Source: an optimization exercise on an open RTL-to-GDS flow (aim: small area and a short achievable clock period). Production flows keep margins and buffers that such runs may drop.
Where RTL was checked, it was by simulation tests only, not by an equivalence proof against the original.
The RTL of run 1 was laid out without a check of its function.
Power is estimated from default activity; no workload was simulated.

==> flow/flow/run.sh <==
#!/bin/bash
# The standard layout, with two changes:
#  - synthesis maps with an area-oriented ABC script (flow/abc_area.script),
#    otherwise the same as synth_recipe.tcl;
#  - the port buffers are plain buf_1 cells.
set -euo pipefail
HERE=$(pwd)
export BUFFER_PORTS_ARGS="-buffer_cell sky130_fd_sc_hd__buf_1"
export MY_ABC_SCRIPT=$HERE/flow/abc_area.script
sed "s#SYNTH_SCRIPT=[^ ]*#SYNTH_SCRIPT=$HERE/flow/synth.tcl#" standard.sh > own_standard.sh
bash own_standard.sh > flow_make.log 2>&1
==> flow/flow/abc_area.script <==
strash
dch
map -a
topo
stime -c
buffer -c
upsize -c
dnsize -c
==> flow/flow/synth.tcl <==
# The standard synthesis (synth_recipe.tcl), with ABC's mapping script replaced
# by the area-oriented one next to this file.
proc synth {args} { yosys synth -nofsm -noshare {*}$args }
proc abc {args} {
  set i [lsearch -exact $args -script]
  if { $i >= 0 && [info exists ::env(MY_ABC_SCRIPT)] } {
    set args [lreplace $args $i [expr {$i + 1}] -script $::env(MY_ABC_SCRIPT)]
  }
  yosys abc {*}$args
}
source $::env(SCRIPTS_DIR)/synth.tcl
# left out here: clear keep_hierarchy, flatten, clean up, hide names made inside functions, write 1_2_yosys.v
==> flow/standard.sh <==
#!/bin/bash
# synth_recipe.tcl (not shown) runs the flow's synth.tcl, then flattens the netlist and writes it again
# the make line also repeats each setting of config.mk as NAME=value (left out here)
make -C /OpenROAD-flow-scripts/flow DESIGN_CONFIG=/design/flow/config.mk WORK_HOME=/design/flow/orfs CLKGATE_MAP_FILE= SYNTH_SCRIPT=/design/flow/synth_recipe.tcl "${@:-finish}"
==> flow/config.mk <==
export PLATFORM = sky130hd
export DESIGN_NAME = dual_issue_decode
export DESIGN_NICKNAME = dual_issue_decode
export VERILOG_FILES = /design/flow/design.v
export SDC_FILE = /design/flow/constraint.sdc
export NUM_CORES = 4
export LEC_CHECK = 0
export CAP_MARGIN = 20
export CORE_MARGIN = 2
export CORE_UTILIZATION = 35
export PLACE_DENSITY = 0.5
export SETUP_SLACK_MARGIN = 4.7
export SLEW_MARGIN = 20
==> flow/constraint.sdc <==
create_clock -name core_clock -period 9.0 [get_ports {clk}]
set_input_delay 1.8000 -clock core_clock [delete_from_list [all_inputs] [get_ports {clk}]]
set_output_delay 1.8000 -clock core_clock [all_outputs]
set_load 0.01 [all_outputs]
==> flow/design.v <==
module dual_issue_decode (
	input  logic			clk,
	input  logic			reset,
	input  logic [31:0]		instr_first,
	input  logic [31:0]		instr_second,
	input  logic [7:0]		pc,
	input  logic [7:0]		branch_pc,
	input  logic			branch_taken,
	output logic [31:0]		even_instr,
	output logic [10:0]		even_op,
	output logic [1:0]		even_unit,
	output logic [6:0]		even_rt,
	output logic			even_write,
	output logic [31:0]		odd_instr,
	output logic [10:0]		odd_op,
	output logic [1:0]		odd_unit,
	output logic [6:0]		odd_rt,
	output logic			odd_write,
	output logic			first_odd,
	output logic			stall,
	output logic [7:0]		stall_pc
);
	logic [31:0] a, b;			 
	logic ea, eb, oa, ob;		 
	logic [31:0] ew, ow;
	assign ew = ({32{ea}} & a) | ({32{eb}} & b);
	assign ow = ({32{oa}} & a) | ({32{ob}} & b);
	logic e_rrr, e_ila, e_ai, e_nop, e_fx1, e_shl;
	assign e_rrr = ew[31];
	assign e_ila = ~ew[31] & ew[30] & ~ew[29] & ew[25];
	assign e_ai  = ~ew[31] & ew[28] & ew[26];
	assign e_nop = ~ew[31] & ew[30] & ~ew[29] & ~ew[25];
	assign e_fx1 = e_ila | (~ew[31] & ~ew[30] & ew[28]);
	assign e_shl = ~ew[31] & ~ew[30] & ~ew[28] & ew[27];
	logic aw, bw;
	logic [6:0] a_rt, b_rt;
	assign a_rt = a[31] ? a[27:21] : a[6:0];
	assign b_rt = b[31] ? b[27:21] : b[6:0];
	logic [6:0] e_rt0;
	logic e_wr0;
	assign e_rt0 = e_rrr ? ew[27:21] : ew[6:0];
	assign e_wr0 = (ew[31] | ew[30] | ew[28] | ew[27]) & ~e_nop;
	assign even_instr = ew;
	assign even_op    = {ew[31:28], ew[27:25] & {3{~e_rrr}}, ew[24] & ~e_rrr & ~e_ila,
		ew[23:21] & {3{~(e_rrr | e_ila | e_ai)}}};
	assign even_unit  = {e_fx1, e_fx1 | e_shl};
	assign even_rt    = e_rt0;
	assign even_write = e_wr0;
	logic o_ri10, o_ri16;
	assign o_ri10 = ow[29] & ~ow[27] & ow[26];
	assign o_ri16 = ow[29] & ~ow[27] & ~ow[26];
	logic o_ls;
	assign o_ls = o_ri10 | (ow[27] & ~ow[25]);
	assign odd_instr = ow;
	assign odd_op    = {ow[31:24], ow[23] & ~o_ri10, ow[22:21] & {2{~(o_ri10 | o_ri16)}}};
	assign odd_unit  = {o_ri16, o_ls};
	assign odd_rt    = ow[6:0];
	assign odd_write = ow[27] | (ow[28] & ow[26]);
	assign first_odd = oa;
	logic [5:1][6:0]	e_rt;
	logic [5:1]			e_al;	 
	logic [2:1]			e_lg;	 
	logic [4:1][6:0]	o_rt;
	logic [4:1]			o_al;
	logic [2:1]			o_lg;	 
	always_ff @(posedge clk) begin
		e_rt[1] <= e_rt0;
		o_rt[1] <= ow[6:0];
		for (int k = 2; k <= 5; k++) e_rt[k] <= e_rt[k-1];
		for (int k = 2; k <= 4; k++) o_rt[k] <= o_rt[k-1];
		e_lg[1] <= ~(e_fx1 | e_shl);	 
		e_lg[2] <= e_lg[1];
		o_lg[1] <= o_ls;	 
		o_lg[2] <= o_lg[1];
		if (reset) begin
			for (int k = 1; k <= 5; k++) e_al[k] <= 1'b0;
			for (int k = 1; k <= 4; k++) o_al[k] <= 1'b0;
		end else begin
			e_al[1] <= even_write & ~e_fx1;	 
			e_al[2] <= e_al[1];
			e_al[3] <= e_al[2] & e_lg[2];
			e_al[4] <= e_al[3];
			e_al[5] <= e_al[4];
			o_al[1] <= odd_write;					 
			o_al[2] <= o_al[1];
			o_al[3] <= o_al[2] & o_lg[2];
			o_al[4] <= o_al[3];
		end
	end
	function automatic logic busy(input logic [6:0] r,
		input logic ew_, input logic [6:0] ert, input logic ow_, input logic [6:0] ort,
		input logic [5:1][6:0] ert_h, input logic [5:1] eal,
		input logic [4:1][6:0] ort_h, input logic [4:1] oal);
		logic b;
		b = (ew_ && r == ert) || (ow_ && r == ort);
		for (int k = 1; k <= 5; k++) b = b || (eal[k] && r == ert_h[k]);
		for (int k = 1; k <= 4; k++) b = b || (oal[k] && r == ort_h[k]);
		busy = b;
	endfunction
	logic			sel_in, hold_f, hold_s;
	logic [31:0]	f, s;
	assign f = ({32{sel_in}} & instr_first) | ({32{hold_f}} & a);
	assign s = ({32{sel_in}} & instr_second) | ({32{hold_s}} & b);
	function automatic logic [6:0] dec(input logic [31:0] w);
		logic [10:0] o;
		logic ev, od, wr, ua, ub, uc, rrr;
		o = w[31:21];
		ev = 1'b0; od = 1'b0; wr = 1'b0; ua = 1'b0; ub = 1'b0; uc = 1'b0; rrr = 1'b0;
		if (o[10:7] == 4'b1100 || o[10:7] == 4'b1110) begin
			ev = 1'b1; wr = 1'b1; ua = 1'b1; ub = 1'b1; uc = 1'b1; rrr = 1'b1;
		end else if (o[10:4] == 7'b0100001) begin
			ev = 1'b1; wr = 1'b1;
		end else if (o[10:3] == 8'b00011100) begin
			ev = 1'b1; wr = 1'b1; ua = 1'b1;
		end else if (o == 11'b00011000000 || o == 11'b00011000001 || o == 11'b00001011011
				|| o == 11'b01111000100) begin
			ev = 1'b1; wr = 1'b1; ua = 1'b1; ub = 1'b1;
		end else if (o == 11'b01000000001) begin
			ev = 1'b1;
		end else if (o[10:3] == 8'b00110100) begin
			od = 1'b1; wr = 1'b1; ua = 1'b1;
		end else if (o[10:3] == 8'b00100100) begin
			od = 1'b1; ua = 1'b1; uc = 1'b1;
		end else if (o[10:2] == 9'b001100100) begin
			od = 1'b1;
		end else if (o[10:2] == 9'b001000000) begin
			od = 1'b1; uc = 1'b1;
		end else if (o == 11'b00111000100 || o == 11'b00111011100) begin
			od = 1'b1; wr = 1'b1; ua = 1'b1; ub = 1'b1;
		end else if (o == 11'b00000000001) begin
			od = 1'b1;
		end
		dec = {ev, od, wr, ua, ub, uc, rrr};
	endfunction
	logic [6:0] df, ds;
	logic f_ev, f_od, f_wr, f_ua, f_ub, f_uc;
	logic s_ev, s_od, s_wr, s_ua, s_ub, s_uc;
	assign df = dec(f);
	assign ds = dec(s);
	assign {f_ev, f_od, f_wr, f_ua, f_ub, f_uc} = df[6:1];
	assign {s_ev, s_od, s_wr, s_ua, s_ub, s_uc} = ds[6:1];
	logic [6:0] f_rt, s_rt;
	assign f_rt = df[0] ? f[27:21] : f[6:0];
	assign s_rt = ds[0] ? s[27:21] : s[6:0];
	logic stall_first, stall_second, busy_second, same_pipe, same_dest, raw_pair;
	assign stall_first =
		   (f_ua && busy(f[13:7],  aw, a_rt, bw, b_rt, e_rt, e_al, o_rt, o_al))
		|| (f_ub && busy(f[20:14], aw, a_rt, bw, b_rt, e_rt, e_al, o_rt, o_al))
		|| (f_uc && busy(f[6:0],   aw, a_rt, bw, b_rt, e_rt, e_al, o_rt, o_al));
	assign busy_second =
		   (s_ua && busy(s[13:7],  aw, a_rt, bw, b_rt, e_rt, e_al, o_rt, o_al))
		|| (s_ub && busy(s[20:14], aw, a_rt, bw, b_rt, e_rt, e_al, o_rt, o_al))
		|| (s_uc && busy(s[6:0],   aw, a_rt, bw, b_rt, e_rt, e_al, o_rt, o_al));
	assign same_pipe = (s_ev && f_ev) || (s_od && f_od);
	assign same_dest = f_wr && s_wr && (f_rt == s_rt);
	assign raw_pair = f_wr && ((s_ua && s[13:7] == f_rt) || (s_ub && s[20:14] == f_rt)
		|| (s_uc && s[6:0] == f_rt));
	assign stall_second = stall_first || same_pipe || same_dest || raw_pair || busy_second;
	logic go_first, go_second;
	assign go_first = ~branch_taken & ~stall_first;
	assign go_second = ~branch_taken & ~stall_second;
	always_ff @(posedge clk) begin
		a <= f;
		b <= s;
		ea <= ~reset & go_first & f_ev;
		eb <= ~reset & go_second & s_ev;
		oa <= ~reset & go_first & f_od;
		ob <= ~reset & go_second & s_od;
		aw <= ~reset & go_first & f_wr;
		bw <= ~reset & go_second & s_wr;
		sel_in <= reset | ~(branch_taken | stall_second);
		hold_f <= ~reset & ~branch_taken & stall_first;
		hold_s <= ~reset & ~branch_taken & stall_second;
		if (reset) begin
			stall <= 1'b0;
			stall_pc <= '0;
		end else if (branch_taken) begin
			stall <= 1'b1;
			stall_pc <= branch_pc + 8'd2;
		end else if (stall_second) begin
			stall <= 1'b1;
			stall_pc <= stall ? stall_pc : pc;
		end else begin
			stall <= 1'b0;
		end
	end
endmodule
==> flow_metrics.py, run 1 <==
metrics = {
    "global_route": {
        "grt_pass1_wl_um": 107000,
        "grt_use_total": 0.415,
        "grt-ovfl-total": 0,
        "antenna_found_initial": 2,
        "grt_pass1_vias": 14900,
        "grt_max_degree": 41,
    },
    "yosys": {
        "ys_seq_area_frac": 0.260,
        "synth_flop_cell": "dfxtp_1",
        "synth-edff-count": 0,
        "yosys_warnings": 1,
        "yosysMostFrequentCell": "o22ai_1",
        "syn_nets": 1759,
        "yosysTopAreaCell": "dfxtp_1",
        "synth.avg_cell_area_um2": 7.28,
        "synth_top_area_frac": 0.260,
        "ys_top_cells_by_area": "dfxtp_1 (26%), o22ai_1 (12%), a221oi_1 (8.5%)",
        "yosys.cell_types.count": 57,
        "async_reset_ff_frac": 0,
        "synthCells": 1675,
        "synth_area_um2": 12200,
        "synth.top_cells.by_count": "o22ai_1 (226), inv_1 (198), dfxtp_1 (158), nand2_1 (145), a221oi_1 (118)",
        "ys_ff_latch": 158,
    },
    "sta": {
        "final.setup.tns_ns": 0,
        "finalCritPeriodShare": 0.496,
        "max_freq_mhz": 224,
        "relSlewSlack": 0.329,
        "finalMaxSlewViolations": 0,
        "rsz0062_at_grt": "true",
        "final-hold-violation-count": 0,
        "setup_viol": 0,
        "skew_ns": 0.0145,
        "tightestPinTransition_ns": 1.00,
        "period_minus_slack_ns": 4.47,
    },
    "floorplanning": {
        "core_area_um2": 34500,
        "initial_core_util": 0.354,
        "rows": 68,
        "ios": 199,
        "die_x_um": 191,
        "dieArea_um2": 36300,
        "die_h_um": 191,
    },
    "clock_tree": {
        "ctsLongestPathBuffers": 2,
        "htreeDepth": 4,
        "cts-root-buf": "clkbuf_16",
        "clk_pin_slew_worst_paths_ns": 0.07,
        "cts_tree": "built",
        "clkLatencyLatePin_ns": 0.47,
        "holdBufCountCts": 0,
        "cts_buffers": 17,
        "cts.sinks": 158,
    },
    "drt": {
        "vias": 16000,
        "routed_wl_um": 76900,
        "wl_met3_um": 10100,
        "dr_wl_met2_um": 31300,
        "firstDrtPassIters": 8,
        "vias_per_cell": 6.82,
        "met1_length_um": 28100,
        "drc": 0,
        "post_drt_wl_per_cell_um": 32.7,
        "ant_nets": 0,
        "maxUsedRoutingLayer": "met5",
        "drt_iter0_drc": 2448,
    },
    "cells_and_area": {
        "fin_nets": 1964,
        "drive_gt1_frac": 0.189,
        "syn_to_final_growth_pct": 23.3,
    },
    "setup_path": {
        "cp-start-kind": "primary input",
        "critPathArrivalTime_ns": 4.81,
        "crit_required_ns": 9.34,
        "end_kind": "register",
        "crit_type": "in2reg",
        "cp_max_fo": 12,
    },
    "min_path": {
        "hold_path.class": "reg2reg",
    },
    "pwr": {
        "irDropWorstVdd_v": 0.000144,
        "power.total_uw": 2190,
        "power.density_nw_per_um2": 146,
        "p_leak_uw": 0.00561,
    },
    "placed_design": {
        "dp_hpwl_um": 51500,
        "portBuffers": 198,
        "gp_congestion": 1.05,
    },
    "status": {
        "status": "complete, no violations",
    },
    "job": {
        "maxCapViolations": 0,
    },
}
## path summary, 6_finish.rpt
path                    startpoint     endpoint  slack (ns)  cells after the start
setup / recovery  instr_second[17]  stall_pc[4]        4.53                     14
hold / removal             e_lg[1]      e_lg[2]        0.32                      0
setup reg to reg            sel_in  stall_pc[4]        4.58                     14
hold reg to reg            e_lg[1]      e_lg[2]        0.32                      0
## worst max-delay path, stage by stage
cell and delay, ns:
buf_1 0.07, a22oi_1 0.21, buf_6 0.29, clkinvlp_4 0.31
buf_4 0.28, a21oi_1 0.14, nand4_1 0.43, nand4_1 0.37
o31ai_4 0.10, nand4_2 0.17, a21oi_4 0.09, inv_4 0.16
nor2_1 0.06, a2111oi_1 0.31
## logic make-up after synthesis
kind of cell / share of synthesized area
buffers and inverters: 0.140
AND/OR/NAND/NOR: 0.140
adder cells (fa/ha/maj): 0.00103
flip-flops: 0.260
XOR/XNOR: 0.0740
multiplexers: 0.00164
AO/OA/AOI/OAI: 0.384
## state kept, by name (all words and copies together) (netlist names)
| name | flops |
|---|---|
| aw | 1 |
| hold_s | 1 |
| ob | 1 |
| stall_pc | 8 |
| e_al | 5 |
| o_rt | 28 |
| bw | 1 |
| ea | 1 |
| stall | 1 |
| b | 32 |
| oa | 1 |
| e_rt | 35 |
| hold_f | 1 |
| o_lg | 2 |
| o_al | 4 |
| eb | 1 |
| e_lg | 2 |
| sel_in | 1 |
| a | 32 |
## cells in the final DEF, fill, tap and decap left out, types with 6 or more instances in the layout
| master | instances |
|---|---|
| inv_2 | 46 |
| buf_6 | 24 |
| o21ai_0 | 32 |
| a221oi_1 | 118 |
| nor2_2 | 7 |
| buf_12 | 14 |
| o22ai_1 | 219 |
| o22ai_2 | 6 |
| inv_6 | 7 |
| inv_1 | 184 |
| a22oi_1 | 28 |
| buf_4 | 89 |
| nand3_1 | 23 |
| nor2_1 | 72 |
| nor4_1 | 16 |
| o2111ai_1 | 9 |
| o21ai_1 | 18 |
| clkbuf_16 | 17 |
| o221ai_1 | 10 |
| nor3_1 | 15 |
| dfxtp_1 | 152 |
| a22oi_4 | 6 |
| a2111oi_0 | 8 |
| clkinvlp_4 | 17 |
| inv_4 | 11 |
| nand2_1 | 142 |
| a22oi_2 | 39 |
| xnor2_1 | 12 |
| nand4_1 | 68 |
| xor2_1 | 91 |
| a21oi_1 | 92 |
| buf_1 | 196 |
| o21ai_2 | 13 |
## area by class of cell
cell class | count | area [um^2]
antenna | 3 | 7.51
clock buffer | 17 | 425
clock inverter | 15 | 150
fill | 3584 | 19400
inverter | 259 | 1070
multi-input combinational | 1115 | 7640
sequential | 158 | 3180
tap | 455 | 569
timing repair buffer | 325 | 1960
timing repair inverter | 4 | 20.0
## through the flow
stage          instances  area, um^2   util  hold WS (ns)  setup WS (ns)
2_1_floorplan       1675       12200      -         0.310           4.78
3_3_place_gp        2213       13000  0.377         0.315           3.30
3_5_place_dp        2213       13000  0.377         0.312           3.28
4_1_cts             2326       14600  0.423         0.327           4.69
5_1_grt             2348       15000  0.436         0.333           4.50
6_report            2351       15000  0.436         0.325           4.53
## power breakdown
group          total [uW]  leakage [uW]  internal, uW  switching, uW
sequential            788       0.00130           732           55.8
clock                 743      0.000276           390            353
combinational         656       0.00404           214            442
## layer usage
layer | vias up | GRT usage
li1 | 6630 | -
met1 | 7565 | 0.508
met2 | 1416 | 0.603
met3 | 416 | 0.128
met4 | 2 | 0.323
met5 | - | 0
## repair_timing
item	CTS	global route
buffers inserted	76	22
pin swaps	21	21
gates cloned	5	0
gates resized for setup	69	63
endpoints found under the setup margin	35	25
==> run 2, diff against run 1 <==
--- a/flow/design.v
+++ b/flow/design.v
@@ -32,10 +32,6 @@
 	assign e_nop = ~ew[31] & ew[30] & ~ew[29] & ~ew[25];
 	assign e_fx1 = e_ila | (~ew[31] & ~ew[30] & ew[28]);
 	assign e_shl = ~ew[31] & ~ew[30] & ~ew[28] & ew[27];
-	logic aw, bw;
-	logic [6:0] a_rt, b_rt;
-	assign a_rt = a[31] ? a[27:21] : a[6:0];
-	assign b_rt = b[31] ? b[27:21] : b[6:0];
 	logic [6:0] e_rt0;
 	logic e_wr0;
 	assign e_rt0 = e_rrr ? ew[27:21] : ew[6:0];
@@ -144,19 +140,22 @@
 	assign s_rt = ds[0] ? s[27:21] : s[6:0];
 	logic stall_first, stall_second, busy_second, same_pipe, same_dest, raw_pair;
 	assign stall_first =
-		   (f_ua && busy(f[13:7],  aw, a_rt, bw, b_rt, e_rt, e_al, o_rt, o_al))
-		|| (f_ub && busy(f[20:14], aw, a_rt, bw, b_rt, e_rt, e_al, o_rt, o_al))
-		|| (f_uc && busy(f[6:0],   aw, a_rt, bw, b_rt, e_rt, e_al, o_rt, o_al));
+		   (f_ua && busy(f[13:7],  even_write, e_rt0, odd_write, ow[6:0], e_rt, e_al, o_rt, o_al))
+		|| (f_ub && busy(f[20:14], even_write, e_rt0, odd_write, ow[6:0], e_rt, e_al, o_rt, o_al))
+		|| (f_uc && busy(f[6:0],   even_write, e_rt0, odd_write, ow[6:0], e_rt, e_al, o_rt, o_al));
 	assign busy_second =
-		   (s_ua && busy(s[13:7],  aw, a_rt, bw, b_rt, e_rt, e_al, o_rt, o_al))
-		|| (s_ub && busy(s[20:14], aw, a_rt, bw, b_rt, e_rt, e_al, o_rt, o_al))
-		|| (s_uc && busy(s[6:0],   aw, a_rt, bw, b_rt, e_rt, e_al, o_rt, o_al));
+		   (s_ua && busy(s[13:7],  even_write, e_rt0, odd_write, ow[6:0], e_rt, e_al, o_rt, o_al))
+		|| (s_ub && busy(s[20:14], even_write, e_rt0, odd_write, ow[6:0], e_rt, e_al, o_rt, o_al))
+		|| (s_uc && busy(s[6:0],   even_write, e_rt0, odd_write, ow[6:0], e_rt, e_al, o_rt, o_al));
 	assign same_pipe = (s_ev && f_ev) || (s_od && f_od);
 	assign same_dest = f_wr && s_wr && (f_rt == s_rt);
 	assign raw_pair = f_wr && ((s_ua && s[13:7] == f_rt) || (s_ub && s[20:14] == f_rt)
 		|| (s_uc && s[6:0] == f_rt));
 	assign stall_second = stall_first || same_pipe || same_dest || raw_pair || busy_second;
 	logic go_first, go_second;
+	logic [7:0] pc_q, pc_x;
+	logic pc_new;
+	assign stall_pc = pc_new ? pc_q : pc_x;
 	assign go_first = ~branch_taken & ~stall_first;
 	assign go_second = ~branch_taken & ~stall_second;
 	always_ff @(posedge clk) begin
@@ -166,22 +165,12 @@
 		eb <= ~reset & go_second & s_ev;
 		oa <= ~reset & go_first & f_od;
 		ob <= ~reset & go_second & s_od;
-		aw <= ~reset & go_first & f_wr;
-		bw <= ~reset & go_second & s_wr;
 		sel_in <= reset | ~(branch_taken | stall_second);
 		hold_f <= ~reset & ~branch_taken & stall_first;
 		hold_s <= ~reset & ~branch_taken & stall_second;
-		if (reset) begin
-			stall <= 1'b0;
-			stall_pc <= '0;
-		end else if (branch_taken) begin
-			stall <= 1'b1;
-			stall_pc <= branch_pc + 8'd2;
-		end else if (stall_second) begin
-			stall <= 1'b1;
-			stall_pc <= stall ? stall_pc : pc;
-		end else begin
-			stall <= 1'b0;
-		end
+		stall <= ~reset & (branch_taken | stall_second);
+		pc_q <= pc;
+		pc_new <= ~reset & ~branch_taken & ~stall & stall_second;
+		pc_x <= reset ? 8'd0 : branch_taken ? branch_pc + 8'd2 : stall_pc;
 	end
 endmodule
==> flow/flow/run.sh (replaced) <==
#!/bin/bash
# The standard layout, with two changes:
#  - synthesis maps with an area-oriented ABC script (flow/abc_area.script),
#    otherwise the same as synth_recipe.tcl;
#    and without the slow high-stack cells listed in flow/abc_dont_use.txt;
#  - the port buffers are plain buf_1 cells.
set -euo pipefail
HERE=$(pwd)
export BUFFER_PORTS_ARGS="-buffer_cell sky130_fd_sc_hd__buf_1"
export MY_ABC_SCRIPT=$HERE/flow/abc_area.script
export MY_ABC_DONT_USE="$(cat $HERE/flow/abc_dont_use.txt)"
sed "s#SYNTH_SCRIPT=[^ ]*#SYNTH_SCRIPT=$HERE/flow/synth.tcl#" standard.sh > own_standard.sh
bash own_standard.sh > flow_make.log 2>&1
==> flow/flow/abc_dont_use.txt (new file) <==
sky130_fd_sc_hd__a2111o_1 sky130_fd_sc_hd__a2111o_2 sky130_fd_sc_hd__a2111o_4 sky130_fd_sc_hd__a2111oi_0 sky130_fd_sc_hd__a2111oi_1 sky130_fd_sc_hd__a2111oi_2 sky130_fd_sc_hd__a2111oi_4 sky130_fd_sc_hd__a311o_1 sky130_fd_sc_hd__a311o_2 sky130_fd_sc_hd__a311o_4 sky130_fd_sc_hd__a311oi_1 sky130_fd_sc_hd__a311oi_2 sky130_fd_sc_hd__a311oi_4 sky130_fd_sc_hd__a41o_1 sky130_fd_sc_hd__a41o_2 sky130_fd_sc_hd__a41o_4 sky130_fd_sc_hd__a41oi_1 sky130_fd_sc_hd__a41oi_2 sky130_fd_sc_hd__a41oi_4 sky130_fd_sc_hd__o2111a_1 sky130_fd_sc_hd__o2111a_2 sky130_fd_sc_hd__o2111a_4 sky130_fd_sc_hd__o2111ai_1 sky130_fd_sc_hd__o2111ai_2 sky130_fd_sc_hd__o2111ai_4 sky130_fd_sc_hd__o311a_1 sky130_fd_sc_hd__o311a_2 sky130_fd_sc_hd__o311a_4 sky130_fd_sc_hd__o311ai_0 sky130_fd_sc_hd__o311ai_1 sky130_fd_sc_hd__o311ai_2 sky130_fd_sc_hd__o311ai_4 sky130_fd_sc_hd__o41a_1 sky130_fd_sc_hd__o41a_2 sky130_fd_sc_hd__o41a_4 sky130_fd_sc_hd__o41ai_1 sky130_fd_sc_hd__o41ai_2 sky130_fd_sc_hd__o41ai_4 
==> flow/flow/synth.tcl (replaced) <==
# The standard synthesis (synth_recipe.tcl), with ABC's mapping script replaced
# by the area-oriented one next to this file, and the slow high-stack cells
# listed in abc_dont_use.txt kept out of the mapping.
proc synth {args} { yosys synth -nofsm -noshare {*}$args }
proc abc {args} {
  set i [lsearch -exact $args -script]
  if { $i >= 0 && [info exists ::env(MY_ABC_SCRIPT)] } {
    set args [lreplace $args $i [expr {$i + 1}] -script $::env(MY_ABC_SCRIPT)]
  }
  if { [info exists ::env(MY_ABC_DONT_USE)] } {
    foreach c $::env(MY_ABC_DONT_USE) { lappend args -dont_use $c }
  }
  yosys abc {*}$args
}
source $::env(SCRIPTS_DIR)/synth.tcl
# left out here: clear keep_hierarchy, flatten, clean up, hide names made inside functions, write 1_2_yosys.v
--- a/flow/config.mk
+++ b/flow/config.mk
@@ -7,7 +7,7 @@
 export LEC_CHECK = 0
 export CAP_MARGIN = 20
 export CORE_MARGIN = 2
-export CORE_UTILIZATION = 35
-export PLACE_DENSITY = 0.5
+export CORE_UTILIZATION = 25
+export PLACE_DENSITY = 0.4
 export SETUP_SLACK_MARGIN = 4.7
 export SLEW_MARGIN = 20
==> flow_metrics.py, run 2 <==
metrics = {
    "status": {
        "status": "complete, no violations",
    },
    "clock_tree": {
        "cts.sinks": 165,
        "holdBufCountCts": 0,
        "cts-root-buf": "clkbuf_16",
        "clk_pin_slew_worst_paths_ns": 0.07,
        "clkLatencyLatePin_ns": 0.51,
        "htreeDepth": 4,
        "cts_buffers": 17,
        "ctsLongestPathBuffers": 2,
        "cts_tree": "built",
    },
    "global_route": {
        "use_met3": 0.102,
        "gr-max-usage-layer": "met2",
        "grt_use_total": 0.309,
        "use_met2": 0.449,
        "grt_pass1_vias": 14600,
        "grt_max_degree": 47,
        "grt-ovfl-total": 0,
        "met1_usage": 0.394,
        "antenna_found_initial": 2,
        "grt_pass1_wl_um": 115000,
    },
    "yosys": {
        "yosys_warnings": 1,
        "async_reset_ff_frac": 0,
        "ys_seq_area_frac": 0.262,
        "ys_ff_latch": 165,
        "ys_top_cells_by_area": "dfxtp_1 (26%), o22ai_1 (11%), xor2_1 (9.5%)",
        "syn_nets": 1819,
        "yosys.cell_types.count": 49,
        "synthCells": 1735,
        "synth_top_area_frac": 0.262,
        "synth_area_um2": 12600,
        "synth_flop_cell": "dfxtp_1",
        "synth.top_cells.by_count": "inv_1 (218), o22ai_1 (218), dfxtp_1 (165), nand2_1 (141), xor2_1 (137)",
        "synth.avg_cell_area_um2": 7.27,
        "synth-edff-count": 0,
        "yosysTopAreaCell": "dfxtp_1",
    },
    "cells_and_area": {
        "final_util": 0.296,
        "fin_nets": 1974,
        "layout_common_cells": "o22ai_1 (214), inv_1 (210), buf_1 (198)",
        "top_regs": "e_rt (35), a (32), b (32)",
        "antenna_cells": 0,
        "final_common_cell": "o22ai_1",
        "fill_cells": 5561,
        "syn_to_final_growth_pct": 17.3,
        "largest_reg_flops": 35,
        "drive_gt1_frac": 0.129,
        "top_register": "e_rt",
    },
    "job": {
        "maxCapViolations": 0,
    },
    "setup_path": {
        "crit_type": "in2reg",
        "critPathArrivalTime_ns": 4.71,
        "cp_max_fo": 13,
        "r2r_cells": 14,
        "reg2reg_to": "eb",
        "crit_required_ns": 9.40,
        "cp-start-kind": "primary input",
        "end_kind": "register",
        "startpoint": "instr_first[1]",
        "r2r-start": "sel_in",
        "r2r_setup_slack_ns": 4.83,
        "crit_end": "eb",
    },
    "placed_design": {
        "dp_hpwl_um": 58000,
        "gp_congestion": 0.999,
        "post-place-ws_ns": 3.84,
        "portBuffers": 198,
    },
    "min_path": {
        "hold_path.class": "reg2reg",
    },
    "pwr": {
        "intPower_uw": 1290,
        "switching_share": 0.385,
        "p_comb_frac": 0.270,
        "power.density_nw_per_um2": 142,
        "pwr-share-clk": 0.347,
        "p_leak_uw": 0.00576,
        "irDropWorstVdd_v": 0.0000911,
        "pwr-share-seq": 0.382,
        "p_sw_uw": 810,
    },
    "drt": {
        "firstDrtPassIters": 7,
        "vias": 15300,
        "post_drt_wl_per_cell_um": 32.2,
        "routed_wl_um": 83000,
        "drc": 0,
        "vias_per_cell": 5.95,
        "ant_nets": 0,
        "drt_iter0_drc": 1974,
    },
    "floorplanning": {
        "ios": 199,
        "die_h_um": 229,
        "core_area_um2": 50000,
        "die_x_um": 229,
        "rows": 82,
        "initial_core_util": 0.252,
        "dieArea_um2": 52300,
    },
    "sta": {
        "tightestPinTransition_ns": 1.16,
        "setup_viol": 0,
        "final.setup.tns_ns": 0,
        "finalCritPeriodShare": 0.479,
        "fin_ws_ns": 4.69,
        "skew_ns": 0.0113,
        "finalMaxSlewViolations": 0,
        "period_minus_slack_ns": 4.31,
        "rsz0062_at_grt": "true",
        "max_freq_mhz": 232,
        "relSlewSlack": 0.221,
        "final-hold-violation-count": 0,
    },
}
==> run 2: metal layers <==
layer / up-vias / share of wire
li1: 6476 / -
met1: 7383 / 0.40
met2: 1184 / 0.42
met3: 273 / 0.12
met4: 0 / 0.064
met5: - / 0
==> run 2: cells by family after synthesis <==
| logic type | share of synthesized area |
|---|---|
| fa+ha+maj | 0.000992 |
| mux | 0.00179 |
| buf+inv | 0.139 |
| xor+xnor | 0.114 |
| flops | 0.262 |
| simple gates | 0.173 |
| compound gates | 0.309 |
==> run 2: critical path: stages <==
cell and delay (ns):
buf_1 0.09, a22oi_2 0.18, buf_4 0.35, clkinvlp_4 0.40, nor2_1 0.18, o221ai_1 0.12
nor4_1 0.62, a21oi_1 0.10, nand4_1 0.12, o21ai_0 0.08, and3_1 0.28, nand4_1 0.15
a21oi_2 0.08, nand2_1 0.09, nor2_1 0.04
==> run 2: per-stage QoR <==
stage | area [um^2] | total power, uW | hold slack (ns) | std cells
final | 14800 | 2100 | 0.329 | 2575
after CTS | 14500 | 2080 | 0.331 | 2561
after global placement | 13800 | 1340 | 0.310 | 2512
after detailed placement | 13800 | 1340 | 0.315 | 2512
after global routing | 14800 | 2170 | 0.337 | 2575
after floorplan | 12600 | 1110 | 0.310 | 1735
==> run 2: cell type report <==
cell class | instances | area, um^2 | area share
multi-input cells | 1170 | 7650 | 0.517
flip-flops and latches | 165 | 3310 | 0.224
repair buffers | 271 | 1380 | 0.0929
inverters | 265 | 1060 | 0.0717
well taps | 672 | 841 | 0.0568
clock buffers | 18 | 439 | 0.0297
clock inverters | 14 | 116 | 0.00787
==> run 2: power by group through the flow <==
stage                     combinational [uW]  sequential [uW]  clock, uW
after global routing                     586              807        778
after CTS                                530              803        749
after detailed placement                 516              820          0
final                                    569              805        731
after global placement                   520              821          0
after floorplan                          317              795          0
==> run 2: worst min-delay path by stage <==
stage | from | endpoint | slack (ns) | cells past startpoint
after floorplan | e_lg[1] | e_lg[2] | 0.31 | 0
after global placement | o_lg[1] | o_lg[2] | 0.31 | 0
after detailed placement | e_lg[1] | e_lg[2] | 0.31 | 0
after CTS | o_lg[1] | o_lg[2] | 0.33 | 0
after global routing | e_lg[1] | e_lg[2] | 0.34 | 0
final | o_lg[1] | o_lg[2] | 0.33 | 0
==> run 2: what timing repair did <==
| item | CTS | global route |
|---|---|---|
| gates resized for setup | 17 | 25 |
| buffers inserted | 17 | 14 |
| pin swaps | 8 | 4 |
| setup endpoints to repair | 24 | 9 |

static timing again, ports no longer ideal:
The results above use ideal ports. As a check the final layouts listed here were re-extracted and re-timed, cells and wires unchanged. Step 1 sets driving cells, clkbuf_16 on the clock port and buf_2 on the other inputs (assumed; they add their load-dependent delay and slew). Step 2 also shifts input and output timing later by t, the mid clock arrival at the registers, as if the neighbouring blocks saw the same clock. Slacks: ideal ports / drivers / drivers and shift; pairs: ideal ports / drivers.
run | shift t [ns] | setup WS [ns] | hold slack, ns | worst data-port slew with drivers (ns)
run 1 | 0.514 | 4.532 / 4.564 / 4.050 | 0.325 / 0.325 / 0.325 | 0.05
run 2 | 0.568 | 4.687 / 4.722 / 4.154 | 0.329 / 0.329 / 0.329 | 0.08
After both steps setup and hold are still met in every run listed. For run 2, which loses most, drivers alone change the setup slack by +0.035 ns; drivers and shift together by -0.533 ns.
